What follows belongs to an exercise in optimizing a design on an open flow for a short achievable clock period and few clock cycles; a production flow would make more cautious choices.
In this exercise RTL edits were held to simulation tests only and were not proved equivalent to the original.

<file path="flow/flow/run.sh">
#!/bin/bash
# Standard synthesis, then the standard flow's own layout steps with two changes to how the
# layout is made (not to its constraints): repair_timing aims for SETUP_MARGIN ns
# of slack at the design's own clock period, so the timing repair keeps working
# past a positive slack, and the port buffers start as buf_4 cells.
set -euo pipefail
SETUP_MARGIN=${SETUP_MARGIN:-7.8}
bash standard.sh synth > synth.log 2>&1
bash standard.sh SETUP_SLACK_MARGIN=$SETUP_MARGIN "BUFFER_PORTS_ARGS=-buffer_cell sky130_fd_sc_hd__buf_4" finish > layout.log 2>&1
</file>
<file path="flow/standard.sh">
#!/bin/bash
# synth_recipe.tcl (not shown) runs the flow's synth.tcl, then flattens the netlist and writes it again
# the make line also repeats each setting of config.mk as NAME=value (left out here)
make -C /OpenROAD-flow-scripts/flow DESIGN_CONFIG=/design/flow/config.mk WORK_HOME=/design/flow/orfs CLKGATE_MAP_FILE= SYNTH_SCRIPT=/design/flow/synth_recipe.tcl "${@:-finish}"
</file>
<file path="flow/config.mk">
export PLATFORM = sky130hd
export DESIGN_NAME = rv_core
export DESIGN_NICKNAME = rv_core
export VERILOG_FILES = /design/flow/design.v
export SDC_FILE = /design/flow/constraint.sdc
export NUM_CORES = 4
export LEC_CHECK = 0
export CAP_MARGIN = 35
export CELL_PAD_IN_SITES_DETAIL_PLACEMENT = 1
export CELL_PAD_IN_SITES_GLOBAL_PLACEMENT = 2
export CORE_MARGIN = 2
export CORE_UTILIZATION = 40
export GPL_TIMING_DRIVEN = 1
export PLACE_DENSITY = 0.5
export SLEW_MARGIN = 20
export TNS_END_PERCENT = 25
</file>
<file path="flow/constraint.sdc">
create_clock -name core_clock -period 12.0 [get_ports {clk}]
set_input_delay 2.4000 -clock core_clock [delete_from_list [all_inputs] [get_ports {clk}]]
set_output_delay 2.4000 -clock core_clock [all_outputs]
set_load 0.01 [all_outputs]
</file>
<file path="flow/design.v">
`timescale 1ns/1ps
`default_nettype none
module rv_core (
  input  wire logic         clk,
  input  wire logic         reset,
  output logic [5:0]        o_imem_addr,
  input  wire logic [31:0]  i_imem_rdata,
  output logic [5:0]        o_dmem_addr,
  output logic              o_dmem_we,
  output logic [63:0]       o_dmem_wdata,
  input  wire logic [63:0]  i_dmem_rdata
);
  logic [7:1]  pc_f;         
  logic [7:2]  pc_o;         
  logic [7:1]  m_pc;         
  logic        m_valid;      
  logic        m_bt;         
  logic        r_valid;
  logic [1:0]  r_cnt;        
  logic [31:1] r_rs1_oh;
  logic [31:1] r_rs2_oh;
  logic [4:0]  r_rs1;
  logic [4:0]  r_rs2;
  logic [31:1] r_alu_oh;     
  logic [31:1] r_ld_oh;      
  logic [4:0]  r_rd;
  logic        r_aluw;       
  logic        r_ldw;        
  logic        r_ld;
  logic        r_sd;
  logic        r_beq;
  logic        r_add;
  logic        r_addi;
  logic        r_sub;
  logic        r_and;
  logic        r_or;
  logic        r_pred;
  logic [11:0] r_imm;
  logic [7:1]  r_alt;        
  logic        x_valid;
  logic [63:0] x_a;          
  logic [63:0] x_b;
  logic [31:1] x_alu_oh;
  logic [31:1] x_ld_oh;
  logic [4:0]  x_rd;
  logic        x_aluw;
  logic        x_ldw;
  logic        x_ld;
  logic        x_sd;
  logic        x_beq;
  logic        x_add;
  logic        x_addi;
  logic        x_sub;
  logic        x_and;
  logic        x_or;
  logic        x_pred;
  logic [11:0] x_imm;
  logic [7:1]  x_alt;
  logic [63:0] x_res;        
  logic [31:1] w_oh;         
  logic        w_v;
  logic [4:0]  w_rd;
  logic        lp1_v;        
  logic [4:0]  lp1_rd;
  logic [31:1] lp1_oh;
  logic [31:1] lp2_oh;       
  logic        lp2_v;
  logic [4:0]  lp2_rd;
  logic [5:0]  dq_addr;
  logic        dq_we;
  logic [63:0] dq_wdata;
  logic [63:0] regs [1:31];
  logic [31:1] zf;           
  logic [3:0]  bt_v;
  logic [7:1]  bt_pc [0:3];
  logic [7:1]  bt_t  [0:3];
  logic [1:0]  bt_ptr;
  logic        bt_hit;
  logic [7:1]  bt_tgt;
  assign o_imem_addr  = pc_o;
  assign o_dmem_addr  = dq_addr;
  assign o_dmem_we    = dq_we;
  assign o_dmem_wdata = dq_wdata;
  logic [63:0] a, b, sum_add, sum_imm, sum_sub, res;
  logic [8:0]  addr9;
  logic        x_redirect;
  assign a       = x_a;
  assign b       = x_b;
  assign sum_add = a + b;
  assign sum_sub = a - b;
  logic [12:0] lo12;
  logic [51:0] hi_inc, hi_dec, hi_sel;
  assign lo12    = {1'b0, a[11:0]} + {1'b0, x_imm[11:0]};
  assign hi_inc  = a[63:12] + 52'd1;
  assign hi_dec  = a[63:12] - 52'd1;
  assign hi_sel  = x_imm[11] ? (lo12[12] ? a[63:12] : hi_dec) : (lo12[12] ? hi_inc : a[63:12]);
  assign sum_imm = {hi_sel, lo12[11:0]};
  assign res   = ({64{x_add}}  & sum_add) | ({64{x_addi}} & sum_imm) |
                 ({64{x_sub}}  & sum_sub) | ({64{x_and}}  & (a & b)) |
                 ({64{x_or}}   & (a | b));
  assign addr9 = a[8:0] + x_imm[8:0];
  assign x_redirect = x_valid && x_beq && ((a == b) != x_pred);
  logic [63:0] zb, zc;
  logic [11:0] zcl;
  logic        x_zero, zi_lo, zi_c, zi_hi, zi;
  assign zc     = {a[62:0] | b[62:0], 1'b0};
  assign zcl    = {a[10:0] | x_imm[10:0], 1'b0};
  assign zi_lo  = &(~(a[11:0] ^ x_imm[11:0] ^ zcl));
  assign zi_c   = |(a[11:0] | x_imm[11:0]);
  assign zi_hi  = x_imm[11] ? (zi_c ? (a[63:12] == 52'd0) : (a[63:12] == 52'd1))
                            : (zi_c ? (&a[63:12])        : (a[63:12] == 52'd0));
  assign zi     = zi_lo && zi_hi;
  assign zb     = ({64{x_add}} & ~(a ^ b ^ zc)) |
                  {64{x_addi}} |
                  ({64{x_sub}} & ~(a ^ b)) |
                  ({64{x_and}} & ~(a & b)) |
                  ({64{x_or}}  & ~(a | b));
  assign x_zero = (&zb) && (!x_addi || zi);
  logic        r_go, r_free;
  logic [31:1] keep, s1, s2;
  logic        xw, ww, lw;
  logic        s1x, s1w, s1l, s2x, s2w, s2l;
  logic [63:0] rd1, rd2;
  assign r_go   = r_valid && (r_cnt == 2'd0) && !x_redirect;
  assign r_free = !r_valid || (r_cnt == 2'd0);
  assign keep = ~((x_valid ? x_alu_oh : 31'd0) | w_oh | lp2_oh);
  assign s1   = r_rs1_oh & keep;
  assign s2   = r_rs2_oh & keep;
  assign xw  = x_valid && x_aluw;
  assign ww  = w_v && !(xw && (w_rd == x_rd));
  assign lw  = lp2_v && !(w_v && (lp2_rd == w_rd)) && !(xw && (lp2_rd == x_rd));
  assign s1x = xw && (r_rs1 == x_rd);
  assign s2x = xw && (r_rs2 == x_rd);
  assign s1w = ww && (r_rs1 == w_rd);
  assign s2w = ww && (r_rs2 == w_rd);
  assign s1l = lw && (r_rs1 == lp2_rd);
  assign s2l = lw && (r_rs2 == lp2_rd);
  always_comb
  begin
    rd1 = ({64{s1x}} & res) | ({64{s1w}} & x_res) | ({64{s1l}} & i_dmem_rdata);
    rd2 = ({64{s2x}} & res) | ({64{s2w}} & x_res) | ({64{s2l}} & i_dmem_rdata);
    for (int r = 1; r < 32; r++)
    begin
      rd1 = rd1 | ({64{s1[r]}} & regs[r]);
      rd2 = rd2 | ({64{s2[r]}} & regs[r]);
    end
  end
  logic [31:0] w;
  logic [6:0]  opc;
  logic [2:0]  f3;
  logic [6:0]  f7;
  logic [4:0]  wd, w_rs1, w_rs2;
  logic        is_r, d_add, d_sub, d_and, d_or, d_addi, d_ld, d_sd, d_beq, d_alu;
  logic        pred, always_t;
  logic [7:1]  target, seq;
  logic        hz1, hz2, rs2_op;
  logic [1:0]  dly;
  logic        accept, m_take, m_redirect, hold;
  logic [31:0] rs1_dec, rs2_dec, rd_dec;
  assign w     = i_imem_rdata;
  assign opc   = w[6:0];
  assign f3    = w[14:12];
  assign f7    = w[31:25];
  assign wd    = w[11:7];
  assign w_rs1 = w[19:15];
  assign w_rs2 = w[24:20];
  assign is_r   = (opc == 7'b0110011);
  assign d_add  = is_r && (f3 == 3'b000) && (f7 == 7'b0000000);
  assign d_sub  = is_r && (f3 == 3'b000) && (f7 == 7'b0100000);
  assign d_and  = is_r && (f3 == 3'b111) && (f7 == 7'b0000000);
  assign d_or   = is_r && (f3 == 3'b110) && (f7 == 7'b0000000);
  assign d_addi = (opc == 7'b0010011) && (f3 == 3'b000);
  assign d_ld   = (opc == 7'b0000011) && (f3 == 3'b011);
  assign d_sd   = (opc == 7'b0100011) && (f3 == 3'b011);
  assign d_beq  = (opc == 7'b1100011) && (f3 == 3'b000);
  assign d_alu  = d_add || d_sub || d_and || d_or || d_addi;
  always_comb
  begin
    rs1_dec = '0;
    rs2_dec = '0;
    rd_dec  = '0;
    rs1_dec[w_rs1] = 1'b1;
    rs2_dec[w_rs2] = 1'b1;
    rd_dec[wd]     = 1'b1;
  end
  logic w_zero, z1, z2;
  logic [31:0] zf0;
  logic        r_wr;
  assign w_zero = (x_res == 64'd0);
  assign zf0    = {zf, 1'b1};
  assign r_wr   = r_valid && (r_aluw || r_ldw);
  function automatic logic src_zero(input logic [4:0] sr, input logic [31:0] zfv,
                                    input logic rwr, input logic [4:0] rrd,
                                    input logic xv, input logic xaw, input logic xlw,
                                    input logic [4:0] xrd, input logic xz,
                                    input logic l1v, input logic [4:0] l1rd,
                                    input logic l2v, input logic [4:0] l2rd,
                                    input logic wv, input logic [4:0] wrd,
                                    input logic wz);
    logic z;
    if (sr == 5'd0)
      z = 1'b1;
    else if (rwr && (sr == rrd))
      z = 1'b0;
    else if (xv && xaw && (sr == xrd))
      z = xz;
    else if (xv && xlw && (sr == xrd))
      z = 1'b0;
    else if (l1v && (sr == l1rd))
      z = 1'b0;
    else if (wv && (sr == wrd))
      z = wz;
    else if (l2v && (sr == l2rd))
      z = 1'b0;
    else
      z = zfv[sr];
    src_zero = z;
  endfunction
  assign z1 = src_zero(w_rs1, zf0, r_wr, r_rd, x_valid, x_aluw, x_ldw, x_rd, x_zero,
                       lp1_v, lp1_rd, lp2_v, lp2_rd, w_v, w_rd, w_zero);
  assign z2 = src_zero(w_rs2, zf0, r_wr, r_rd, x_valid, x_aluw, x_ldw, x_rd, x_zero,
                       lp1_v, lp1_rd, lp2_v, lp2_rd, w_v, w_rd, w_zero);
  assign always_t = d_beq && (w_rs1 == w_rs2);
  assign pred     = always_t || (d_beq && (w[31] || (z1 && z2)));
  assign target   = m_pc + {w[27:25], w[11:8]};
  assign seq      = m_pc + 7'd2;
  assign rs2_op = w[5];
  assign hz2 = r_valid && (r_cnt == 2'd0) && r_ldw &&
               ((w_rs1 == r_rd) || (rs2_op && (w_rs2 == r_rd)));
  assign hz1 = x_valid && x_ldw && ((w_rs1 == x_rd) || (rs2_op && (w_rs2 == x_rd)));
  assign dly = hz2 ? 2'd2 : (hz1 ? 2'd1 : 2'd0);
  assign m_take     = m_valid && r_free;
  assign accept     = m_take && !x_redirect;
  assign m_redirect = accept && pred && !(m_bt && always_t);
  assign hold       = (accept && (dly != 2'd0)) || (r_valid && r_cnt[1]);
  always_comb
  begin
    bt_hit = 1'b0;
    bt_tgt = '0;
    for (int i = 0; i < 4; i++)
    begin
      if (bt_v[i] && (bt_pc[i] == pc_f))
      begin
        bt_hit = 1'b1;
        bt_tgt = bt_tgt | bt_t[i];
      end
    end
  end
  logic [7:1] pc_next;
  assign pc_next = x_redirect ? x_alt :
                   m_redirect ? target :
                   hold       ? pc_f :
                   bt_hit     ? bt_tgt : (pc_f + 7'd2);
  always_ff @(posedge clk)
  begin
    pc_o  <= reset ? pc_next[7:2] : 6'd0;
    dq_we <= reset && x_valid && x_sd;
  end
  always_ff @(posedge clk or negedge reset)
  begin
    if (!reset)
    begin
      bt_v   <= '0;
      bt_ptr <= '0;
    end
    else if (m_valid && always_t && !m_bt)
    begin
      bt_v[bt_ptr] <= 1'b1;
      bt_ptr       <= bt_ptr + 2'd1;
    end
  end
  always_ff @(posedge clk)
  begin
    if (m_valid && always_t && !m_bt)
    begin
      bt_pc[bt_ptr] <= m_pc;
      bt_t[bt_ptr]  <= target;
    end
  end
  always_ff @(posedge clk or negedge reset)
  begin
    if (!reset)
    begin
      pc_f    <= '0;
      m_valid <= 1'b0;
      m_bt    <= 1'b0;
    end
    else
    begin
      pc_f    <= pc_next;
      m_bt    <= bt_hit;
      m_valid <= !(x_redirect || m_redirect);
    end
  end
  always_ff @(posedge clk)
  begin
    m_pc <= pc_f;
  end
  always_ff @(posedge clk or negedge reset)
  begin
    if (!reset)
    begin
      r_valid <= 1'b0;
      r_cnt   <= '0;
    end
    else if (accept)
    begin
      r_valid <= 1'b1;
      r_cnt   <= dly;
    end
    else if (x_redirect || (r_valid && (r_cnt == 2'd0)))
    begin
      r_valid <= 1'b0;
      r_cnt   <= '0;
    end
    else if (r_valid)
    begin
      r_cnt <= r_cnt - 2'd1;
    end
  end
  always_ff @(posedge clk)
  begin
    if (m_take)
    begin
      r_rs1_oh <= rs1_dec[31:1];
      r_rs2_oh <= rs2_dec[31:1];
      r_rs1    <= w_rs1;
      r_rs2    <= w_rs2;
      r_alu_oh <= d_alu ? rd_dec[31:1] : 31'd0;
      r_ld_oh  <= d_ld ? rd_dec[31:1] : 31'd0;
      r_rd     <= wd;
      r_aluw   <= d_alu && (wd != 5'd0);
      r_ldw    <= d_ld && (wd != 5'd0);
      r_ld     <= d_ld;
      r_sd     <= d_sd;
      r_beq    <= d_beq;
      r_add    <= d_add;
      r_addi   <= d_addi;
      r_sub    <= d_sub;
      r_and    <= d_and;
      r_or     <= d_or;
      r_pred   <= pred;
      r_imm    <= d_sd ? {w[31:25], w[11:7]} : w[31:20];
      r_alt    <= pred ? seq : target;
    end
  end
  always_ff @(posedge clk or negedge reset)
  begin
    if (!reset)
      x_valid <= 1'b0;
    else
      x_valid <= r_go;
  end
  always_ff @(posedge clk)
  begin
    x_a      <= rd1;
    x_b      <= rd2;
    x_alu_oh <= r_alu_oh;
    x_ld_oh  <= r_ld_oh;
    x_rd     <= r_rd;
    x_aluw   <= r_aluw;
    x_ldw    <= r_ldw;
    x_ld     <= r_ld;
    x_sd     <= r_sd;
    x_beq    <= r_beq;
    x_add    <= r_add;
    x_addi   <= r_addi;
    x_sub    <= r_sub;
    x_and    <= r_and;
    x_or     <= r_or;
    x_pred   <= r_pred;
    x_imm    <= r_imm;
    x_alt    <= r_alt;
  end
  always_ff @(posedge clk or negedge reset)
  begin
    if (!reset)
    begin
      w_oh   <= '0;
      w_v    <= 1'b0;
      lp1_v  <= 1'b0;
      lp1_oh <= '0;
      lp2_v  <= 1'b0;
      lp2_oh <= '0;
      zf     <= '1;
    end
    else
    begin
      w_oh   <= x_valid ? x_alu_oh : 31'd0;
      w_v    <= x_valid && x_aluw;
      lp1_v  <= x_valid && x_ldw;
      lp1_oh <= x_valid ? x_ld_oh : 31'd0;
      lp2_v  <= lp1_v;
      lp2_oh <= lp1_oh;
      for (int r = 1; r < 32; r++)
      begin
        if (w_oh[r])
          zf[r] <= w_zero;
        else if (lp2_oh[r])
          zf[r] <= 1'b0;    
      end
    end
  end
  always_ff @(posedge clk)
  begin
    x_res    <= res;
    w_rd     <= x_rd;
    lp1_rd   <= x_rd;
    lp2_rd   <= lp1_rd;
    dq_addr  <= addr9[8:3];
    dq_wdata <= b;
  end
  for (genvar r = 1; r < 32; r++)
  begin : g_rf
    always_ff @(posedge clk)
    begin
      if (!reset)
        regs[r] <= '0;
      else if (w_oh[r])
        regs[r] <= x_res;
      else if (lp2_oh[r])
        regs[r] <= i_dmem_rdata;
    end
  end
endmodule
`default_nettype wire
</file>
==> results of run 1 <==
[logic make-up after synthesis]
kind of cell,Yosys count,synth area share (%)
flops,2736,36.7
mux,2029,13.0
xor+xnor,240,1.33
buf+inv,2381,5.69
compound gates,5279,22.8
simple gates,5695,18.3
fa+ha+maj,271,2.17
[what timing repair did]
| item | CTS | global route |
|---|---|---|
| setup endpoints to repair | 196 | 153 |
| gates resized for setup | 306 | 177 |
| cloned | 6 | 1 |
| buffers inserted | 74 | 108 |
| pin swaps | 33 | 46 |
[worst reg2reg max path, cell delays in order (launching register included)]
cell and delay [ns]:
dfrtp_4 0.71, nor3_1 0.44, and2_4 0.89, buf_4 0.76
buf_4 0.65, a22oi_1 0.19, nand3_1 0.15, a221o_1 0.14
a2111oi_0 0.07, nand3_1 0.44
[per-stage QoR]
stage | worst slack (ns) | utilization [%] | cells | hold slack [ns]
after floorplan | 6.82 | - | 18600 | 0.323
after global placement | 5.85 | 41.3 | 22400 | 0.324
after detailed placement | 6.24 | 41.5 | 22500 | 0.328
after CTS | 7.54 | 44.9 | 23100 | 0.339
after global routing | 7.59 | 45.4 | 23300 | 0.342
final | 7.38 | 45.5 | 23400 | 0.339
[cell usage after synthesis, types with 12 or more instances]
| library cell | instances |
|---|---|
| a222oi_1 | 140 |
| mux2i_1 | 2008 |
| a21o_1 | 31 |
| clkbuf_1 | 1564 |
| a31oi_1 | 45 |
| o221ai_1 | 66 |
| ha_1 | 267 |
| o31ai_1 | 25 |
| a41oi_1 | 12 |
| nand2_1 | 2274 |
| dfxtp_1 | 2366 |
| dfrtp_1 | 115 |
| and3_1 | 31 |
| o21ai_0 | 2227 |
| and4_1 | 19 |
| or4_1 | 45 |
| nor3_1 | 146 |
| a211oi_1 | 27 |
| dfstp_2 | 31 |
| a22o_1 | 693 |
| nor4_1 | 82 |
| a221o_1 | 98 |
| o21bai_1 | 41 |
| o2111ai_1 | 12 |
| a221oi_1 | 758 |
| nor2b_1 | 26 |
| o211ai_1 | 35 |
| nand3_1 | 207 |
| a211o_1 | 94 |
| xor2_1 | 68 |
| xnor2_1 | 172 |
| and2_1 | 2133 |
| mux4_2 | 12 |
| o22ai_1 | 52 |
| a22oi_1 | 440 |
| nor2_1 | 320 |
| buf_1 | 493 |
| inv_1 | 290 |
| nand4_1 | 293 |
| or3_1 | 23 |
| nand2b_1 | 48 |
| o21a_1 | 21 |
| a21oi_1 | 333 |
| edfxtp_1 | 224 |
| buf_2 | 24 |
[routing by layer]
| layer | vias up | wire length, um | track usage (%) |
|---|---|---|---|
| met2 | 15100 | 426000 | 71.1 |
| li1 | 65700 | - | - |
| met3 | 4790 | 146000 | 19.0 |
| met4 | 84 | 104000 | 40.7 |
| met1 | 85400 | 409000 | 64.7 |
| met5 | - | 1160 | 1.09 |
[sequential cells by signal, summed over array words and instances, names as in the netlist, 31 cells and up]
| register | cells |
|---|---|
| dq_wdata | 64 |
| lp1_oh | 31 |
| lp2_oh | 31 |
| r_alu_oh | 31 |
| r_ld_oh | 31 |
| r_rs1_oh | 31 |
| r_rs2_oh | 31 |
| regs | 1984 |
| w_oh | 31 |
| x_a | 64 |
| x_alu_oh | 31 |
| x_b | 64 |
| x_ld_oh | 31 |
| x_res | 64 |
| zf | 31 |
[cells in the final DEF, fill, tap and decap left out, types with 224 or more instances in the layout]
cell,synthesis,routed
dfxtp_1,2366,2300
nand2_1,2274,2270
o21ai_0,2227,2203
and2_1,2133,2067
mux2i_1,2008,2005
a221oi_1,758,739
buf_4,0,717
a22o_1,693,693
a22oi_1,440,439
clkbuf_16,0,346
nor2_1,320,311
a21oi_1,333,310
nand4_1,293,293
inv_1,290,275
edfxtp_1,224,224
[worst max-delay path by stage]
stage / cells past startpoint / endpoint / start / slack (ns)
6_report: 9 / x_b[0] / lp2_oh[16] / 7.38
5_1_grt: 16 / x_b[56] / x_a[0] / 7.59
4_1_cts: 10 / x_b[40] / w_oh[26] / 7.54
3_5_place_dp: 11 / pc_o[3] / i_imem_rdata[20] / 6.24
3_3_place_gp: 15 / pc_o[3] / x_a[40] / 5.85
2_1_floorplan: 11 / pc_o[3] / i_imem_rdata[20] / 6.82
[layout make-up]
cell class,instances,area share [%]
Tap cell,5220,3.66
Sequential cell,2736,32.6
Inverter,300,0.661
Multi-Input combinational cell,13500,52.0
Clock buffer,483,5.48
Timing Repair Buffer,883,4.67
Antenna cell,173,0.242
Clock inverter,120,0.760
==> impl_metrics.ini, run 1 <==
[cells_and_area]
syn_to_final_growth_pct = 13.3
multiInputGateArea_sq_um = 92800
seq_area_sq_um = 58200
fillCellCount = 44800
nNetsFinal = 18100
drive_gt1_share_pct = 10.8
design_area_sq_um = 179000

[drt]
drc = 0
via_per_inst = 7.30
wl_mm = 1090
wl_per_cell_um = 46.4
postRouteAntennaNets = 0
drtIter0Drc = 30700
first_pass_iters = 12
num_vias = 171000

[cts]
cts_made_buffers = 335
cts_root_buf = clkbuf_16
clkSinkCount = 2736
cts_buffer_depth = 4
clk_latency_ns = 1.06
cts_tree = built
hold_buffers = 0
path_clk_slew_ns = 0.06
cts.htree.levels = 5

[timing]
tns_ns = 0
relSlewSlack_pct = 13.7
setup_viol = 0
rsz0062_at_grt = true
tightest_slew_ns = 1.29
finalCriticalPeriod_ns = 4.62
fin_worst_skew_ns = 0.0500
final_max_slew_viol_count = 0
fin_crit_sh_pct = 38.5
hold_violations = 0
max_freq_mhz = 217

[logic_synthesis]
synth_top_area_cell = dfxtp_1
syn_inst = 18600
synth_top_flop_cell = dfxtp_1
synth-async-reset-ratio_pct = 5.34
avgSynthCellArea_sq_um = 8.46
yosys_warnings = 2
synth-edff-count = 224
syn_nets = 19000
yosysSeqAreaShare_pct = 36.7
synth.distinct_cells = 98
synth_area_sq_um = 158000
synth_area_leaders = dfxtp_1, mux2i_1, and2_1
ys_seq_elements = 2736
synth_top_area_share_pct = 30.1

[grt]
grt_start_max_net_pins = 226
grtUsageTotal_pct = 51.7
grt_pass1_vias = 157000
overflow = 0
antenna_found_initial = 179
grt_pass1_wl_mm = 1430

[floorplan]
ios = 175
dieArea_sq_um = 399000
chipHeight_um = 632
placementRows = 230
die_x_um = 632
start_util_pct = 40.2
core-area_sq_um = 392000

[worst_setup_path]
r2r_start = lp2_oh[16]
crit_slowest_cell = and2_4
worstPathArrival_ns = 5.48
cp_data_required_time_ns = 12.87
crit_buf_inv = 2
crit_family = simple AND/OR/NAND/NOR gates
worstPathMaxFanout = 25
crit_path_cell_trace = nor3_1 > and2_4 > buf_4 > buf_4 > a22oi_1 > nand3_1 > a221o_1 > a2111oi_0 > nand3_1
worst-r2r-setup-slack_ns = 7.38
rr_worst_depth = 9
timing.rr.end = x_b[0]
crit_path_end_kind = register
crit_type = register to register
critPathMaxStageDelay_ns = 0.89
startpoint_type = register

[hold_path]
min_path_type = register to register
worstHoldEndpoint = x_ld_oh[2]
hold_path_depth = 0
hp-start = r_ld_oh[2]

[placed_design]
placed_cell_area_sq_um = 163000
port-buffer-count = 174
place_congestion = 1.03
dp_hpwl_mm = 643

[run_status]
outcome = complete, no violations

[flow_run]
max-cap-violations = 0
Testbench counts, summed over its fixed seeds: cycles 54,592.
==> inputs of run 2 (changes only) <==
--- a/flow/design.v
+++ b/flow/design.v
@@ -118,22 +118,35 @@
   assign x_zero = (&zb) && (!x_addi || zi);
   logic        r_go, r_free;
-  logic [31:1] keep, s1, s2;
-  logic        xw, ww, lw;
+  logic [31:1] s1, s2;
   logic        s1x, s1w, s1l, s2x, s2w, s2l;
   logic [63:0] rd1, rd2;
+  logic [31:1] n_rs1_oh, n_rs2_oh, n_xo, n_wo, keep_n;
+  logic [4:0]  n_rs1, n_rs2;
+  logic        n_xv, n_xw, n_ww, n_lw;
   assign r_go   = r_valid && (r_cnt == 2'd0) && !x_redirect;
   assign r_free = !r_valid || (r_cnt == 2'd0);
-  assign keep = ~((x_valid ? x_alu_oh : 31'd0) | w_oh | lp2_oh);
-  assign s1   = r_rs1_oh & keep;
-  assign s2   = r_rs2_oh & keep;
-  assign xw  = x_valid && x_aluw;
-  assign ww  = w_v && !(xw && (w_rd == x_rd));
-  assign lw  = lp2_v && !(w_v && (lp2_rd == w_rd)) && !(xw && (lp2_rd == x_rd));
-  assign s1x = xw && (r_rs1 == x_rd);
-  assign s2x = xw && (r_rs2 == x_rd);
-  assign s1w = ww && (r_rs1 == w_rd);
-  assign s2w = ww && (r_rs2 == w_rd);
-  assign s1l = lw && (r_rs1 == lp2_rd);
-  assign s2l = lw && (r_rs2 == lp2_rd);
+  assign n_rs1_oh = m_take ? rs1_dec[31:1] : r_rs1_oh;
+  assign n_rs2_oh = m_take ? rs2_dec[31:1] : r_rs2_oh;
+  assign n_rs1    = m_take ? w_rs1 : r_rs1;
+  assign n_rs2    = m_take ? w_rs2 : r_rs2;
+  assign n_xv     = r_valid && (r_cnt == 2'd0);
+  assign n_xo     = n_xv ? r_alu_oh : 31'd0;
+  assign n_wo     = x_valid ? x_alu_oh : 31'd0;
+  assign keep_n   = ~(n_xo | n_wo | lp1_oh);
+  assign n_xw     = n_xv && r_aluw;
+  assign n_ww     = x_valid && x_aluw && !(n_xw && (x_rd == r_rd));
+  assign n_lw     = lp1_v && !(x_valid && x_aluw && (lp1_rd == x_rd)) &&
+                    !(n_xw && (lp1_rd == r_rd));
+  always_ff @(posedge clk)
+  begin
+    s1  <= n_rs1_oh & keep_n;
+    s2  <= n_rs2_oh & keep_n;
+    s1x <= n_xw && (n_rs1 == r_rd);
+    s2x <= n_xw && (n_rs2 == r_rd);
+    s1w <= n_ww && (n_rs1 == x_rd);
+    s2w <= n_ww && (n_rs2 == x_rd);
+    s1l <= n_lw && (n_rs1 == lp1_rd);
+    s2l <= n_lw && (n_rs2 == lp1_rd);
+  end
   always_comb
   begin
==> run 2 against run 1 <==
  * Final cell count rose by 2.7%
  * Register-to-register slack improved by 0.12 ns
  * Cell area rose by 1.7%
  * Fmax rose by 2.8%
  * Die area rose by 0.73%
==> impl_metrics.ini, run 2 <==
[run_status]
outcome = complete, no violations

[placed_design]
port-buffer-count = 174
dp_hpwl_mm = 656
place_congestion = 1.02
pre_cts_ws_ns = 6.21

[worst_setup_path]
critPathMaxStageDelay_ns = 0.56
worstPathMaxFanout = 7
crit_path_end_kind = register
crit_path_cell_trace = buf_4 > ha_4 > inv_2 > fa_2 > nor2b_2 > o31a_1 > o211ai_1 > o21a_2 > buf_12 > and2_4 > and3_1 > a21oi_1 > xnor2_1 > a221oi_1 > o221ai_1 > a211o_1
crit_type = register to register
timing.rr.end = x_a[42]
cp_data_required_time_ns = 12.83
worstPathArrival_ns = 5.32
worst-r2r-setup-slack_ns = 7.51
rr_worst_depth = 16
startpoint_type = register
r2r_start = x_a[0]
crit_slowest_cell = a211o_1

[cells_and_area]
nNetsFinal = 18600
layout_common_cells = dfxtp_1, nand2_1, o21ai_0, and2_1, mux2i_1
drive_gt1_share_pct = 11.2
layout_commonest_cell = dfxtp_1
fin_util_pct = 45.9
largest_register_ffs = 1984
syn_to_final_growth_pct = 14.4
top_register = regs

[cts]
cts_buffer_depth = 4
path_clk_slew_ns = 0.06
cts.htree.levels = 5
clk_latency_ns = 1.05
cts_root_buf = clkbuf_16
cts_tree = built
clkSinkCount = 2804
cts_made_buffers = 340

[timing]
fin_crit_sh_pct = 37.4
fin_worst_skew_ns = 0.0690
tns_ns = 0
finalCriticalPeriod_ns = 4.49
relSlewSlack_pct = 3.44
final_max_slew_viol_count = 0
rsz0062_at_grt = true
worst_slack_ns = 7.51
setup_viol = 0
tightest_slew_ns = 1.45
max_freq_mhz = 223
hold_violations = 0

[grt]
overflow = 0
use_met1_pct = 64.4
antenna_found_initial = 152
grt_start_max_net_pins = 203
use_met3_pct = 17.1
grt_pass1_wl_mm = 1430
grtUsageTotal_pct = 51.7
grtUsageMet2_pct = 71.3
grt-busiest-layer = met2
grt_pass1_vias = 159000

[logic_synthesis]
synth.distinct_cells = 97
syn_nets = 19400
synth_top_area_share_pct = 31.6
ys_seq_elements = 2804
yosys_warnings = 2
synth_area_leaders = dfxtp_1, mux2i_1, and2_1
synth_top_area_cell = dfxtp_1
ys_top_cells_by_count = dfxtp_1, nand2_1, o21ai_0
synth_area_sq_um = 159000
post-synth-top-count-cell = dfxtp_1
syn_inst = 19100
avgSynthCellArea_sq_um = 8.33
yosysSeqAreaShare_pct = 36.8
synth-async-reset-ratio_pct = 5.21
synth-edff-count = 152
synth_top_flop_cell = dfxtp_1

[hold_path]
hold_path_depth = 0
min_path_type = register to register
hp-start = r_ld_oh[29]
worstHoldEndpoint = x_ld_oh[29]

[drt]
drc = 0
wl_per_cell_um = 45.1
first_pass_iters = 13
wl_mm = 1080
postRouteAntennaNets = 0
drtIter0Drc = 29800
num_vias = 172000
via_per_inst = 7.13

[floorplan]
ios = 175
core-area_sq_um = 395000
start_util_pct = 40.2
placementRows = 231
die_x_um = 634
chipHeight_um = 634
dieArea_sq_um = 402000

[flow_run]
max-cap-violations = 0
-- run 2: per-layer routing --
metal | part of all wire [%] | up-vias
met2 | 40 | 14500
met4 | 9.9 | 48
met1 | 37 | 85600
met5 | 0.044 | -
met3 | 13 | 4547
li1 | - | 66900
-- run 2: area by class of cell --
cell class                 instances  area (sq um)
antenna                          305           763
clock buffer                     509         10100
clock inverter                    99          1250
fill                           45400        214000
inverter                         330          1260
multi-input combinational      13800         93600
sequential                      2804         59000
tap                             5242          6560
timing repair buffer             943          9090
-- run 2: worst max-delay path: cells and delay by family, from the launching register on --
| family | cells | cell delay, ns |
|---|---|---|
| compound gates | 7 | 2.46 |
| simple gates | 3 | 0.53 |
| fa+ha+maj | 2 | 0.51 |
| flops | 1 | 0.37 |
| buf+inv | 3 | 0.36 |
| xor+xnor | 1 | 0.12 |
-- run 2: kinds of logic (layout without fill, tap and decap cells) --
| family | after synthesis | after routing | synth area share, % |
|---|---|---|---|
| AO/OA/AOI/OAI | 5309 | 5309 | 21.9 |
| AND/OR/NAND/NOR | 5959 | 5959 | 19.0 |
| adder cells (fa/ha/maj) | 271 | 271 | 2.15 |
| buffers and inverters | 2424 | 1881 | 5.77 |
| XOR/XNOR | 262 | 262 | 1.45 |
| multiplexers | 2023 | 2023 | 12.9 |
| other | 0 | 305 | 0 |
| flip-flops | 2804 | 2804 | 36.8 |
-- run 2: what timing repair did --
action	CTS	global route
pin swaps	74	65
resized for setup	361	193
cloned	6	4
buffers inserted	82	61
setup endpoints to repair	197	154
hold buffers	0	0
-- run 2: how the worst max path moves through the flow --
stage | start | slack (ns) | end
global route | x_a[0] | 7.45 | x_b[8]
floorplan | i_imem_rdata[20] | 6.99 | r_alt[3]
CTS | x_a[30] | 7.60 | x_b[63]
detailed placement | i_imem_rdata[15] | 6.21 | r_alt[3]
finish | x_a[0] | 7.51 | x_a[42]
global placement | x_a[1] | 5.51 | x_b[38]
-- run 2: metrics by stage --
stage / instances / area (sq um) / hold slack [ns]
final: 24100 / 182000 / 0.339
after global routing: 23900 / 181000 / 0.346
after CTS: 23700 / 179000 / 0.341
after detailed placement: 23000 / 165000 / 0.328
after global placement: 22900 / 164000 / 0.324
after floorplan: 19100 / 159000 / 0.323
Testbench counts of run 2, summed over its fixed seeds: cycles 54,592.
==> inputs of run 3 (changes only) <==
--- a/flow/design.v
+++ b/flow/design.v
@@ -72,4 +72,6 @@
   logic [63:0] regs [1:31];
   logic [31:1] zf;           
+  logic [31:1] of;           
+  logic        r_am1;        
   logic [3:0]  bt_v;
   logic [7:1]  bt_pc [0:3];
@@ -197,12 +199,19 @@
     rd_dec[wd]     = 1'b1;
   end
-  logic w_zero, z1, z2;
-  logic [31:0] zf0;
-  logic        r_wr;
+  logic w_zero, w_one, z1, z2;
+  logic [31:0] zf0, of0;
+  logic        r_wr, r_one, r_zr;
   assign w_zero = (x_res == 64'd0);
+  assign w_one  = (x_res == 64'd1);
   assign zf0    = {zf, 1'b1};
+  assign of0    = {of, 1'b0};
   assign r_wr   = r_valid && (r_aluw || r_ldw);
+  assign r_one  = !(x_valid && (x_aluw || x_ldw) && (r_rs1 == x_rd)) &&
+                  !(lp1_v && (r_rs1 == lp1_rd)) &&
+                  ((w_v && (r_rs1 == w_rd)) ? w_one :
+                   (!(lp2_v && (r_rs1 == lp2_rd)) && of0[r_rs1]));
+  assign r_zr   = r_aluw && r_am1 && r_one;
   function automatic logic src_zero(input logic [4:0] sr, input logic [31:0] zfv,
-                                    input logic rwr, input logic [4:0] rrd,
+                                    input logic rwr, input logic [4:0] rrd, input logic rz,
                                     input logic xv, input logic xaw, input logic xlw,
                                     input logic [4:0] xrd, input logic xz,
@@ -215,5 +224,5 @@
       z = 1'b1;
     else if (rwr && (sr == rrd))
-      z = 1'b0;
+      z = rz;
     else if (xv && xaw && (sr == xrd))
       z = xz;
@@ -230,7 +239,7 @@
     src_zero = z;
   endfunction
-  assign z1 = src_zero(w_rs1, zf0, r_wr, r_rd, x_valid, x_aluw, x_ldw, x_rd, x_zero,
+  assign z1 = src_zero(w_rs1, zf0, r_wr, r_rd, r_zr, x_valid, x_aluw, x_ldw, x_rd, x_zero,
                        lp1_v, lp1_rd, lp2_v, lp2_rd, w_v, w_rd, w_zero);
-  assign z2 = src_zero(w_rs2, zf0, r_wr, r_rd, x_valid, x_aluw, x_ldw, x_rd, x_zero,
+  assign z2 = src_zero(w_rs2, zf0, r_wr, r_rd, r_zr, x_valid, x_aluw, x_ldw, x_rd, x_zero,
                        lp1_v, lp1_rd, lp2_v, lp2_rd, w_v, w_rd, w_zero);
   assign always_t = d_beq && (w_rs1 == w_rs2);
@@ -350,4 +359,5 @@
       r_add    <= d_add;
       r_addi   <= d_addi;
+      r_am1    <= d_addi && (w[31:20] == 12'hfff);
       r_sub    <= d_sub;
       r_and    <= d_and;
@@ -397,4 +407,5 @@
       lp2_oh <= '0;
       zf     <= '1;
+      of     <= '0;
     end
     else
@@ -409,7 +420,13 @@
       begin
         if (w_oh[r])
+        begin
           zf[r] <= w_zero;
+          of[r] <= w_one;
+        end
         else if (lp2_oh[r])
+        begin
           zf[r] <= 1'b0;    
+          of[r] <= 1'b0;
+        end
       end
     end
==> run 3 against run 2 <==
  * Die area down 1.7%
  * Sequential share of layout area up 1.4 points
  * Hold slack worse by 0.012 ns
  * Setup slack lost 0.29 ns
  * Utilization shrank 0.52 points
  * Critical path depth down 1
  * Register-to-register slack lost 0.29 ns
  * Final cell count down 0.36%
  * Cell area shrank 2.8%
==> impl_metrics.ini, run 3 <==
[floorplan]
placementRows = 229
core-area_sq_um = 389000
dieArea_sq_um = 395000
die_x_um = 629
chipHeight_um = 629
ios = 175
start_util_pct = 40.1

[cts]
cts_tree = built
cts.htree.levels = 5
clk_latency_ns = 1.06
cts_root_buf = clkbuf_16
cts_buffer_depth = 4
path_clk_slew_ns = 0.06
clkSinkCount = 2836
cts_made_buffers = 338

[grt]
grt_pass1_wl_mm = 1430
grt_pass1_vias = 160000
overflow = 0
antenna_found_initial = 125
grtUsageTotal_pct = 51.8
grt_start_max_net_pins = 199

[placed_design]
place_congestion = 1.03
port-buffer-count = 174
dp_hpwl_mm = 666

[logic_synthesis]
syn_inst = 19300
yosysSeqAreaShare_pct = 37.9
synth_area_leaders = dfxtp_1, mux2i_1, nor2_1
yosys_warnings = 2
synth.distinct_cells = 92
ys_top_cells_by_count = nor2_1, dfxtp_1, a21oi_1
synth_top_flop_cell = dfxtp_1
syn_nets = 19700
synth_area_sq_um = 156000
synth-edff-count = 153
avgSynthCellArea_sq_um = 8.07
synth_top_area_share_pct = 32.1
synth-async-reset-ratio_pct = 6.24
ys_seq_elements = 2836
synth_top_area_cell = dfxtp_1
post-synth-top-count-cell = nor2_1

[worst_setup_path]
worstPathMaxFanout = 34
endpoint = r_alt[3]
crit_type = register to register
r2r_start = x_res[44]
timing.rr.end = r_alt[3]
worstPathArrival_ns = 5.55
cp_data_required_time_ns = 12.77
startpoint_type = register
crit_start = x_res[44]
crit_path_end_kind = register
worst-r2r-setup-slack_ns = 7.22
rr_worst_depth = 15

[cells_and_area]
layout_commonest_cell = nor2_1
layout_common_cells = nor2_1, dfxtp_1, a21oi_1, mux2i_1, a22oi_1
drive_gt1_share_pct = 10.6
largest_register_ffs = 1984
syn_to_final_growth_pct = 13.2
nNetsFinal = 18800
fillCellCount = 45300
top_register = regs

[timing]
relSlewSlack_pct = 4.56
fin_crit_sh_pct = 39.8
tns_ns = 0
hold_violations = 0
finalCriticalPeriod_ns = 4.78
fin_worst_skew_ns = 0.108
tightest_slew_ns = 1.43
rsz0062_at_grt = true
final_max_slew_viol_count = 0
setup_viol = 0
max_freq_mhz = 209

[hold_path]
min_path_type = register to register

[drt]
drtIter0Drc = 32100
via_per_inst = 7.30
wl_per_cell_um = 45.0
postRouteAntennaNets = 0
num_vias = 175000
drc = 0
wl_mm = 1080
first_pass_iters = 28

[flow_run]
max-cap-violations = 0

[run_status]
outcome = complete, no violations
## run 3: layout make-up
cell class	count	area, sq um	share of cell area [%]
multi-input cells	14000	89300	50.6
flip-flops and latches	2836	59900	33.9
clock buffers	497	9950	5.63
repair buffers	908	8120	4.60
well taps	5197	6500	3.68
clock inverters	103	1340	0.757
inverters	330	1320	0.747
diodes	96	240	0.136
## run 3: how the worst min path moves through the flow
stage                     slack, ns   startpoint  cells past startpoint          end
after CTS                      0.34  r_ld_oh[19]                      0  x_ld_oh[19]
final                          0.33     r_alt[1]                      0     x_alt[1]
after global routing           0.35  r_ld_oh[19]                      0  x_ld_oh[19]
after global placement         0.32  r_ld_oh[21]                      0  x_ld_oh[21]
after detailed placement       0.33   r_ld_oh[9]                      0   x_ld_oh[9]
after floorplan                0.32        r_add                      0        x_add
## run 3: repair_timing
action / in CTS / in global routing
setup buffers: 48 / 95
pin swaps: 28 / 46
setup endpoints to repair: 371 / 552
resized for setup: 322 / 192
cloned: 4 / 8
hold buffers: 0 / 0
## run 3: logic make-up after synthesis
logic type	Yosys count	share of synthesized area [%]
buf+inv	2499	6.09
simple gates	6057	16.5
compound gates	5349	22.4
mux	2058	13.4
xor+xnor	268	1.50
flops	2836	37.9
fa+ha+maj	270	2.18
## run 3: through the flow
| stage | hold WS (ns) | setup WS [ns] | instances | instance area (sq um) | utilization (%) |
|---|---|---|---|---|---|
| 3_5_place_dp | 0.328 | 5.51 | 23100 | 161000 | 41.5 |
| 3_3_place_gp | 0.323 | 5.41 | 23100 | 161000 | 41.3 |
| 6_report | 0.326 | 7.22 | 24000 | 177000 | 45.4 |
| 5_1_grt | 0.345 | 7.31 | 23900 | 176000 | 45.4 |
| 2_1_floorplan | 0.323 | 6.94 | 19300 | 156000 | - |
| 4_1_cts | 0.338 | 7.11 | 23800 | 175000 | 44.9 |
## run 3: worst max-delay path, stage by stage, from the launching register on
cell	delay (ns)
dfxtp_1	0.30
buf_4	0.26
nor4_2	0.33
buf_2	0.22
nand4_1	0.46
nor4_4	0.60
buf_4	0.20
nor2b_4	0.17
buf_12	0.13
nand2_4	0.05
o311a_1	0.33
and2_4	0.15
or4_4	0.57
and2_4	0.18
nor2b_4	0.24
mux2_4	0.32
## run 3: routing by layer
metal  part of all wire [%]  vias up  GRT usage, %
li1                       -    67300             -
met1                     37    87400          65.4
met2                     39    15400          70.8
met3                     14     4801          19.2
met4                    9.2       78          40.2
met5                  0.077        -         0.664
Testbench counts of run 3, summed over its fixed seeds: cycles 52,992.
==> inputs of run 4 (changes only) <==
--- a/flow/design.v
+++ b/flow/design.v
@@ -202,6 +202,13 @@
   logic [31:0] zf0, of0;
   logic        r_wr, r_one, r_zr;
-  assign w_zero = (x_res == 64'd0);
-  assign w_one  = (x_res == 64'd1);
+  logic        x_one;
+  logic [12:0] one_k;
+  assign one_k = 13'd1 - {x_imm[11], x_imm};
+  assign x_one = x_addi && (a == {{51{one_k[12]}}, one_k});
+  always_ff @(posedge clk)
+  begin
+    w_zero <= x_zero;
+    w_one  <= x_one;
+  end
   assign zf0    = {zf, 1'b1};
   assign of0    = {of, 1'b0};
==> run 4 against run 3 <==
  * Via count is essentially flat
  * Setup slack better by 0.35 ns
==> impl_metrics.ini, run 4 <==
[placed_design]
pre_cts_ws_ns = 6.10
placed_cell_area_sq_um = 162000
place_congestion = 1.03
port-buffer-count = 174
dp_hpwl_mm = 663

[floorplan]
ios = 175
dieArea_sq_um = 396000
placementRows = 229
die_x_um = 630
chipHeight_um = 630
core-area_sq_um = 389000
start_util_pct = 40.2

[worst_setup_path]
crit_path_end_kind = primary output
worst-r2r-setup-slack_ns = 7.67
crit_slowest_cell = dfxtp_1
crit_path_cell_trace = buf_4
worstPathMaxFanout = 1
crit_type = register to primary output
crit_buf_inv = 1
critPathMaxStageDelay_ns = 0.79
crit_family = flip-flops
cp_data_required_time_ns = 9.60
r2r_start = x_b[28]
startpoint_type = register
worstPathArrival_ns = 2.03
rr_worst_depth = 13
timing.rr.end = x_a[41]

[drt]
num_vias = 175000
wl_per_cell_um = 45.2
wl_mm = 1090
drc = 0
postRouteAntennaNets = 0
first_pass_iters = 15
via_per_inst = 7.24
drtIter0Drc = 31700

[run_status]
outcome = complete, no violations

[timing]
rsz0062_at_grt = true
worst_slack_ns = 7.57
relSlewSlack_pct = 4.35
tns_ns = 0
finalCriticalPeriod_ns = 4.43
max_freq_mhz = 226
fin_crit_sh_pct = 36.9
tightest_slew_ns = 1.43
hold_violations = 0
setup_viol = 0
final_max_slew_viol_count = 0
fin_worst_skew_ns = 0.0946

[hold_path]
hold_path_depth = 0
worstHoldEndpoint = x_ld_oh[12]
min_path_type = register to register
hp-start = r_ld_oh[12]

[logic_synthesis]
syn_nets = 19800
synth_top_family_by_area = compound AO/OA/AOI/OAI gates
synth-async-reset-ratio_pct = 6.24
synth.distinct_cells = 102
synthSimpleGateAreaFrac_pct = 16.5
synth_xor_area_share_pct = 1.54
ys_seq_elements = 2838
synth_area_leaders = dfxtp_1, mux2i_1, nor2_1
synth_top_flop_cell = dfxtp_1
ys_top_cells_by_count = nor2_1, dfxtp_1, a21oi_1
synthAdderAreaFrac_pct = 2.19
syn_inst = 19400
synth_area_sq_um = 157000
synth_top_area_share_pct = 32.1
synth_top_area_cell = dfxtp_1
post-synth-top-count-cell = nor2_1
avgSynthCellArea_sq_um = 8.07
yosysSeqAreaShare_pct = 37.9
yosys_warnings = 2
synthMuxAreaShare_pct = 13.3
synth-edff-count = 153
synth_compound_area_share_pct = 22.5

[cells_and_area]
fin_util_pct = 46.2
nNetsFinal = 18900
drive_gt1_share_pct = 12.0
largest_register_ffs = 1984
layout_common_cells = nor2_1, dfxtp_1, a21oi_1, mux2i_1, a22oi_1
layout_commonest_cell = nor2_1
fillCellCount = 45100
top_register = regs
design_area_sq_um = 180000
syn_to_final_growth_pct = 14.8

[flow_run]
max-cap-violations = 0

[grt]
grt_start_max_net_pins = 189
grt_pass1_vias = 160000
grt_pass1_wl_mm = 1440
grtUsageTotal_pct = 52.3
antenna_found_initial = 173
overflow = 0

[cts]
clkSinkCount = 2838
cts.htree.levels = 5
clk_latency_ns = 1.04
cts_root_buf = clkbuf_16
cts_tree = built
cts_buffer_depth = 4
cts_made_buffers = 343
path_clk_slew_ns = 0.06
## run 4: changes by cell type in the layout (fill, tap and decap cells not counted), moves of 19 or more
cell / change
buf_12: +22
buf_4: +42
a22oi_1: -22
diode_2: +79
a21oi_1: +46
dfxtp_2: +44
a221oi_1: -26
dfxtp_1: -53
o221ai_1: +19
o21ai_0: -23
ha_4: +23
o211ai_1: -26
nor4_1: -23
inv_1: -30
## run 4: kinds of logic after synthesis
logic type	after synthesis
and+or+nand+nor	6082
AOI/OAI and AO/OA	5395
DFF	2838
buffers and inverters	2480
muxes	2055
xor gates and xnor gates	275
adders and majority gates	271
## run 4: per-stage QoR
step           hold slack (ns)  cells
2_1_floorplan            0.323  19400
3_3_place_gp             0.323  23100
3_5_place_dp             0.328  23200
4_1_cts                  0.330  23800
5_1_grt                  0.327  24100
6_report                 0.323  24200
## run 4: layout make-up
| class | instances | area (sq um) | area share (%) |
|---|---|---|---|
| Tap cell | 5197 | 6500 | 3.62 |
| Timing Repair Buffer | 1001 | 9500 | 5.29 |
| Antenna cell | 175 | 438 | 0.244 |
| Clock buffer | 505 | 10300 | 5.71 |
| Clock inverter | 112 | 1200 | 0.667 |
| Sequential cell | 2838 | 60000 | 33.4 |
| Inverter | 301 | 1220 | 0.682 |
| Multi-Input combinational cell | 14100 | 90600 | 50.4 |
## run 4: worst max-delay path by stage
| stage | cells after the start | start | slack, ns | end |
|---|---|---|---|---|
| CTS | 1 | dq_wdata[34] | 7.58 | o_dmem_wdata[34] |
| finish | 1 | dq_wdata[33] | 7.57 | o_dmem_wdata[33] |
| global placement | 13 | x_imm[11] | 6.13 | x_a[30] |
| detailed placement | 13 | x_and | 6.10 | pc_f[6] |
| global route | 8 | i_imem_rdata[3] | 7.61 | bt_pc[3][5] |
| floorplan | 14 | i_imem_rdata[20] | 7.02 | pc_o[2] |
## run 4: per-layer routing
layer | vias to the layer above | global-route usage [%] | routed length (um)
li1 | 68000 | - | -
met1 | 87100 | 64.7 | 401000
met2 | 15300 | 72.2 | 432000
met3 | 4754 | 18.1 | 148000
met4 | 80 | 44.5 | 112000
met5 | - | 0.181 | 809
## run 4: timing repair
item / 4_1_cts / 5_1_grt
buffers inserted: 53 / 173
setup endpoints to repair: 340 / 647
cloned: 1 / 12
gates resized for setup: 415 / 314
pin swaps: 61 / 106
hold buffers: 0 / 0
## run 4: worst register-to-register path, stage by stage (launching register included)
cell and delay (ns):
dfxtp_1 0.32, buf_4 0.18, inv_1 0.11, ha_4 0.33, buf_12 0.14, nand4_1 0.20
or4_4 0.57, or3_1 0.44, o221ai_4 0.29, nor2_2 0.16, o41ai_2 0.33, a21oi_1 0.07
o21a_2 0.32, o211ai_1 0.69
Testbench counts of run 4, summed over its fixed seeds: cycles 52,992.
==> inputs of run 5 (changes only) <==
--- a/flow/design.v
+++ b/flow/design.v
@@ -41,4 +41,5 @@
   logic [63:0] x_a;          
   logic [63:0] x_b;
+  logic [63:0] x_sdat;       
   logic [31:1] x_alu_oh;
   logic [31:1] x_ld_oh;
@@ -386,4 +387,6 @@
     x_a      <= rd1;
     x_b      <= rd2;
+    if (r_sd)
+      x_sdat <= rd2;
     x_alu_oh <= r_alu_oh;
     x_ld_oh  <= r_ld_oh;
@@ -446,5 +449,5 @@
     lp2_rd   <= lp1_rd;
     dq_addr  <= addr9[8:3];
-    dq_wdata <= b;
+    dq_wdata <= x_sdat;
   end
   for (genvar r = 1; r < 32; r++)
==> run 5 against run 4 <==
  * Global-route usage fell by 0.82 points
  * Clock-buffer cell count is 4 lower
  * Final cell count decreased by 0.17%
  * Non-clock buffer count shrank 28
  * Critical endpoint is now x_sdat[60]
  * Largest cell class unchanged
==> impl_metrics.ini, run 5 <==
[cells_and_area]
design_area_sq_um = 180000
final_cells = 24200
layout_commonest_cell = nor2_1
layout_common_cells = nor2_1, dfxtp_1, a21oi_1, mux2i_1, a22oi_1
syn_to_final_growth_pct = 14.0
fillCellCount = 45500
multiInputGateArea_sq_um = 90000
nNetsFinal = 18900
drive_gt1_share_pct = 11.7
largest_register_ffs = 1984
seq_area_sq_um = 61900
top_register = regs

[placed_design]
place_congestion = 1.03
dp.cells = 23100
pre_cts_ws_ns = 5.75
placed_cell_area_sq_um = 163000
port-buffer-count = 174
dp_hpwl_mm = 660

[hold_path]
min_path_type = register to register

[cts]
clk_latency_ns = 1.05
cts.htree.levels = 5
clkSinkCount = 2902
cts_made_buffers = 344
hold_buffers = 0
cts_tree = built
cts_buffer_depth = 4
path_clk_slew_ns = 0.07
cts_root_buf = clkbuf_16

[floorplan]
die_x_um = 633
ios = 175
chipHeight_um = 633
dieArea_sq_um = 400000
start_util_pct = 40.2
core-area_sq_um = 393000
placementRows = 230

[grt]
antenna_found_initial = 116
grt_pass1_vias = 161000
grtUsageMet2_pct = 70.2
overflow = 0
grtUsageTotal_pct = 51.5
grt-busiest-layer = met2
grt_start_max_net_pins = 178
use_met1_pct = 65.8
grt_pass1_wl_mm = 1430
use_met3_pct = 19.2

[worst_setup_path]
worstPathMaxFanout = 4
cp_data_required_time_ns = 12.75
crit_type = register to register
crit_path_end_kind = register
worstPathArrival_ns = 5.11
startpoint_type = register

[timing]
fin_worst_skew_ns = 0.107
tns_ns = 0
hold_violations = 0
rsz0062_at_grt = true
finalCriticalPeriod_ns = 4.36
final_max_slew_viol_count = 0
max_freq_mhz = 229
fin_crit_sh_pct = 36.4
relSlewSlack_pct = 2.20
setup_viol = 0
tightest_slew_ns = 1.47
worst_slack_ns = 7.64

[logic_synthesis]
synth_area_leaders = dfxtp_1, mux2i_1, nor2_1
synth-async-reset-ratio_pct = 6.10
syn_nets = 19700
synth_top_area_share_pct = 31.8
avgSynthCellArea_sq_um = 8.17
yosys_warnings = 2
post-synth-top-count-cell = nor2_1
synth-edff-count = 217
ys_seq_elements = 2902
synth.distinct_cells = 98
syn_inst = 19400
yosysSeqAreaShare_pct = 38.7
synth_area_sq_um = 158000
ys_top_cells_by_count = nor2_1, dfxtp_1, a21oi_1
synth_top_flop_cell = dfxtp_1
synth_top_area_cell = dfxtp_1

[drt]
drtIter0Drc = 31500
wl_mm = 1080
drc = 0
postRouteAntennaNets = 0
num_vias = 175000
via_per_inst = 7.26
wl_per_cell_um = 44.7
first_pass_iters = 8

[run_status]
outcome = complete, no violations

[flow_run]
max-cap-violations = 0
-- run 5: cell count changes after synthesis, moves of 28 or more --
cell | previous run | this run
buf_1 | 425 | 464
a221oi_1 | 201 | 238
or3_1 | 22 | 50
nand2_1 | 401 | 368
o221ai_1 | 70 | 38
edfxtp_1 | 153 | 217
-- run 5: final cells by class --
| class | instances | share of cell area, % |
|---|---|---|
| Antenna cell | 135 | 0.187 |
| Tap cell | 5220 | 3.62 |
| Timing Repair Buffer | 973 | 4.87 |
| Sequential cell | 2902 | 34.3 |
| Inverter | 320 | 0.733 |
| Clock buffer | 501 | 5.56 |
| Clock inverter | 136 | 0.797 |
| Multi-Input combinational cell | 14000 | 49.9 |
-- run 5: logic make-up (layout without fill, tap and decap cells) --
logic type               after synthesis  in the layout  share of synthesized area (%)
multiplexers                        2054           2054                           13.2
adder cells (fa/ha/maj)              271            271                           2.16
other                                  0            135                              0
XOR/XNOR                             283            283                           1.57
AO/OA/AOI/OAI                       5382           5383                           22.3
buffers and inverters               2487           1930                           5.98
flip-flops                          2902           2902                           38.7
AND/OR/NAND/NOR                     5988           5989                           16.1
-- run 5: final timing paths --
kind                                 start          to  slack, ns  cells past startpoint
min in group asynchronous            reset     bt_v[1]       1.38                      1
worst min-delay path            r_ld_oh[8]  x_ld_oh[8]       0.32                      0
worst max register to register      x_b[6]  x_sdat[60]       7.64                     15
max in group asynchronous            reset      zf[22]       8.67                      4
worst min register to register  r_ld_oh[8]  x_ld_oh[8]       0.32                      0
worst max-delay path                x_b[6]  x_sdat[60]       7.64                     15
-- run 5: repair_timing --
action,CTS,global route
cloned,5,6
endpoints found under the setup margin,1021,1234
hold endpoints to repair,0,0
pin swaps,84,120
gates resized for setup,427,223
buffers inserted,111,120
-- run 5: stage by stage --
stage,hold slack [ns],util (%)
floorplan,0.323,-
global placement,0.324,41.3
detailed placement,0.328,41.5
CTS,0.331,45.2
global route,0.341,45.8
finish,0.321,45.9
-- run 5: metal layers --
metal | vias to the layer above | wire, um
li1 | 67700 | -
met5 | - | 724
met3 | 4642 | 154000
met4 | 70 | 94400
met2 | 15400 | 422000
met1 | 87600 | 411000
-- run 5: critical path, stage by stage, from the launching register on --
cell and delay, ns:
dfxtp_2 0.34, inv_2 0.05, ha_4 0.25, or4_4 0.51
or3_4 0.41, o22a_4 0.27, a211o_1 0.37, o21ai_4 0.15
a2111oi_4 0.13, buf_4 0.20, o31ai_4 0.29, mux2i_1 0.25
o211a_1 0.20, o211ai_1 0.10, buf_4 0.18, a211o_4 0.37
Testbench counts of run 5, summed over its fixed seeds: cycles 52,992.
==> inputs of run 6 (changes only) <==
--- a/flow/design.v
+++ b/flow/design.v
@@ -41,5 +41,4 @@
   logic [63:0] x_a;          
   logic [63:0] x_b;
-  logic [63:0] x_sdat;       
   logic [31:1] x_alu_oh;
   logic [31:1] x_ld_oh;
@@ -220,35 +219,19 @@
                    (!(lp2_v && (r_rs1 == lp2_rd)) && of0[r_rs1]));
   assign r_zr   = r_aluw && r_am1 && r_one;
-  function automatic logic src_zero(input logic [4:0] sr, input logic [31:0] zfv,
-                                    input logic rwr, input logic [4:0] rrd, input logic rz,
-                                    input logic xv, input logic xaw, input logic xlw,
-                                    input logic [4:0] xrd, input logic xz,
-                                    input logic l1v, input logic [4:0] l1rd,
-                                    input logic l2v, input logic [4:0] l2rd,
-                                    input logic wv, input logic [4:0] wrd,
-                                    input logic wz);
-    logic z;
-    if (sr == 5'd0)
-      z = 1'b1;
-    else if (rwr && (sr == rrd))
-      z = rz;
-    else if (xv && xaw && (sr == xrd))
-      z = xz;
-    else if (xv && xlw && (sr == xrd))
-      z = 1'b0;
-    else if (l1v && (sr == l1rd))
-      z = 1'b0;
-    else if (wv && (sr == wrd))
-      z = wz;
-    else if (l2v && (sr == l2rd))
-      z = 1'b0;
-    else
-      z = zfv[sr];
-    src_zero = z;
-  endfunction
-  assign z1 = src_zero(w_rs1, zf0, r_wr, r_rd, r_zr, x_valid, x_aluw, x_ldw, x_rd, x_zero,
-                       lp1_v, lp1_rd, lp2_v, lp2_rd, w_v, w_rd, w_zero);
-  assign z2 = src_zero(w_rs2, zf0, r_wr, r_rd, r_zr, x_valid, x_aluw, x_ldw, x_rd, x_zero,
-                       lp1_v, lp1_rd, lp2_v, lp2_rd, w_v, w_rd, w_zero);
+  logic [31:1] x_ld_v, zrest;
+  logic [31:0] zrest0;
+  logic        r_s1, r_s2, x_s1, x_s2;
+  assign x_ld_v = x_valid ? x_ld_oh : 31'd0;
+  always_comb
+    for (int r = 1; r < 32; r++)
+      zrest[r] = !x_ld_v[r] && !lp1_oh[r] &&
+                 (w_oh[r] ? w_zero : (!lp2_oh[r] && zf[r]));
+  assign zrest0 = {zrest, 1'b1};
+  assign r_s1   = r_wr && (w_rs1 == r_rd) && (w_rs1 != 5'd0);
+  assign r_s2   = r_wr && (w_rs2 == r_rd) && (w_rs2 != 5'd0);
+  assign x_s1   = x_valid && x_aluw && (w_rs1 == x_rd);
+  assign x_s2   = x_valid && x_aluw && (w_rs2 == x_rd);
+  assign z1     = r_s1 ? r_zr : (x_s1 ? x_zero : zrest0[w_rs1]);
+  assign z2     = r_s2 ? r_zr : (x_s2 ? x_zero : zrest0[w_rs2]);
   assign always_t = d_beq && (w_rs1 == w_rs2);
   assign pred     = always_t || (d_beq && (w[31] || (z1 && z2)));
@@ -387,6 +370,4 @@
     x_a      <= rd1;
     x_b      <= rd2;
-    if (r_sd)
-      x_sdat <= rd2;
     x_alu_oh <= r_alu_oh;
     x_ld_oh  <= r_ld_oh;
@@ -449,5 +430,5 @@
     lp2_rd   <= lp1_rd;
     dq_addr  <= addr9[8:3];
-    dq_wdata <= x_sdat;
+    dq_wdata <= b;
   end
   for (genvar r = 1; r < 32; r++)
==> run 6 against run 5 <==
  * Synthesized cell count is essentially flat
  * Die area decreased by 1.1%
  * Setup slack worse by 0.20 ns
  * Hold slack improved by 0.018 ns
  * Cell area is 1.8% lower
  * First-iteration DRC count up 2.0%
  * Register-to-register slack lost 0.20 ns
  * Flip-flop and latch count fell by 64
  * Global-route usage up 0.075 points
  * Final cell count is 0.38% lower
  * Critical endpoint is now x_a[51]
==> impl_metrics.ini, run 6 <==
[grt]
grt_pass1_wl_mm = 1420
grt_start_max_net_pins = 181
grtUsageTotal_pct = 51.6
overflow = 0
antenna_found_initial = 125
grt_pass1_vias = 161000

[logic_synthesis]
ys_top_cells_by_count = nor2_1, dfxtp_1, a21oi_1
synth_top_area_cell = dfxtp_1
synth_area_sq_um = 156000
post-synth-top-count-cell = nor2_1
syn_inst = 19400
synth.distinct_cells = 103
yosys_warnings = 2
synth_area_leaders = dfxtp_1, mux2i_1, nor2_1
synth-async-reset-ratio_pct = 6.24
syn_nets = 19700
synth_top_area_share_pct = 32.1
avgSynthCellArea_sq_um = 8.07
yosysSeqAreaShare_pct = 37.9
synth-edff-count = 153
ys_seq_elements = 2838
synth_top_flop_cell = dfxtp_1

[floorplan]
dieArea_sq_um = 396000
chipHeight_um = 629
core-area_sq_um = 389000
placementRows = 229
start_util_pct = 40.2
ios = 175
die_x_um = 629

[placed_design]
placed_cell_area_sq_um = 162000
place_congestion = 1.06
dp_hpwl_mm = 656
port-buffer-count = 174
dp.cells = 23200

[cells_and_area]
largest_register_ffs = 1984
layout_commonest_cell = nor2_1
top_register = regs
syn_to_final_growth_pct = 13.2
final_cells = 24100
layout_common_cells = nor2_1, dfxtp_1, a21oi_1, mux2i_1, a22oi_1
design_area_sq_um = 177000
drive_gt1_share_pct = 10.8
nNetsFinal = 18800

[timing]
relSlewSlack_pct = 15.2
timing.hold.ws_ns = 0.338
rsz0062_at_grt = true
tightest_slew_ns = 1.27
tns_ns = 0
hold_violations = 0
fin_worst_skew_ns = 0.0773
setup_viol = 0
fin_crit_sh_pct = 38.0
max_freq_mhz = 219
final_max_slew_viol_count = 0
finalCriticalPeriod_ns = 4.56

[drt]
drtIter0Drc = 32100
num_vias = 176000
postRouteAntennaNets = 0
wl_mm = 1070
wl_per_cell_um = 44.5
via_per_inst = 7.30
first_pass_iters = 9
drc = 0

[hold_path]
hold_path_depth = 0
min_path_type = register to register
hp-start = r_beq
worstHoldEndpoint = x_beq

[worst_setup_path]
cp_data_required_time_ns = 12.81
crit_type = register to register
crit_path_end_kind = register
r2r_start = x_imm[5]
worstPathArrival_ns = 5.37
worst-r2r-setup-slack_ns = 7.44
worstPathMaxFanout = 5
startpoint_type = register
timing.rr.end = x_a[51]
rr_worst_depth = 14

[cts]
cts_root_buf = clkbuf_16
clk_latency_ns = 1.03
cts.htree.levels = 5
path_clk_slew_ns = 0.06
cts_tree = built
cts_made_buffers = 342
cts_buffer_depth = 4
clkSinkCount = 2838

[run_status]
outcome = complete, no violations

[flow_run]
max-cap-violations = 0
==> run 6: worst max-delay path, stage by stage, from the launching register on <==
cell,delay [ns]
dfxtp_1,0.63
inv_1,0.10
ha_1,0.38
o21a_1,0.20
o31a_1,0.13
buf_12,0.14
o31a_4,0.40
buf_4,0.17
nor4_1,0.41
a21oi_4,0.14
nor2_2,0.26
xnor2_1,0.15
a21oi_1,0.11
o311a_4,0.25
o211ai_1,0.84
==> run 6: cells by family (layout without fill, tap and decap cells) <==
family | Yosys count | count (layout) | share of synthesized area [%]
AND/OR/NAND/NOR | 6085 | 6085 | 16.5
flip-flops | 2838 | 2838 | 37.9
multiplexers | 2032 | 2032 | 13.1
adder cells (fa/ha/maj) | 273 | 273 | 2.20
XOR/XNOR | 264 | 264 | 1.48
other | 0 | 145 | 0
buffers and inverters | 2448 | 1807 | 5.94
AO/OA/AOI/OAI | 5434 | 5435 | 22.9
==> run 6: worst max-delay path by stage <==
stage,start,to,slack (ns),cells after the start
6_report,x_imm[5],x_a[51],7.44,14
5_1_grt,x_a[4],x_a[47],7.56,14
4_1_cts,x_a[0],x_b[49],7.61,16
3_5_place_dp,x_imm[11],x_b[49],5.87,14
3_3_place_gp,x_imm[11],x_b[49],5.62,13
2_1_floorplan,i_imem_rdata[15],pc_o[2],7.11,17
==> run 6: metrics by stage <==
stage / worst slack [ns] / util (%)
2_1_floorplan: 7.11 / -
3_3_place_gp: 5.62 / 41.3
3_5_place_dp: 5.87 / 41.5
4_1_cts: 7.61 / 45.1
5_1_grt: 7.56 / 45.4
6_report: 7.44 / 45.5
==> run 6: per-layer routing <==
layer | GRT usage (%) | share of wire, % | up-vias
met1 | 65.5 | 38 | 87800
met3 | 18.5 | 14 | 4637
met2 | 71.3 | 40 | 15600
met5 | 0.362 | 0.047 | -
met4 | 37.9 | 8.6 | 64
li1 | - | - | 67700
==> run 6: what timing repair did <==
item / CTS / global route
cloned: 2 / 4
resized for setup: 437 / 122
pin swaps: 79 / 65
endpoints found under the setup margin: 912 / 877
hold endpoints to repair: 0 / 0
setup buffers: 83 / 34
hold buffers: 0 / 0
==> run 6: cell type report <==
| cell class | instances | area (sq um) |
|---|---|---|
| clock buffers | 501 | 10000 |
| inverters | 330 | 1300 |
| diodes | 145 | 363 |
| clock inverters | 121 | 1280 |
| multi-input cells | 14100 | 90000 |
| flip-flops and latches | 2838 | 60000 |
| fillers | 45400 | 212000 |
| repair buffers | 855 | 7590 |
| well taps | 5197 | 6500 |
Testbench counts of run 6, summed over its fixed seeds: cycles 52,992.

-- afterwards: timing with drivers on the ports --
How much do the figures lean on ideal ports? The routed layouts below were timed once more, with nothing changed but the port constraints.
Step 1: set_driving_cell puts a clkbuf_16 on clk and a buf_2 on each other input, an assumption about the parent block.
Step 2 also shifts input and output timing later by t, the mid clock arrival at the registers, as if the neighbouring blocks saw the same clock.
Slacks: ideal / step 1 / step 2; pairs: ideal / step 1.
run	t, ns	setup WS [ns]	worst setup path at the end
run 1	1.170	7.384 / 7.384 / 6.452	input to register
run 2	1.145	7.508 / 7.508 / 6.466	input to register
run 3	1.137	7.222 / 7.222 / 6.552	input to register
run 4	1.128	7.573 / 7.439 / 6.673	input to register
run 5	1.117	7.636 / 7.615 / 6.711	input to register
run 6	1.118	7.441 / 7.441 / 6.614	input to register
After both steps every run listed still meets setup and hold. For run 2, which loses most, drivers alone change the setup slack by 0.000 ns; drivers and shift together by -1.042 ns.
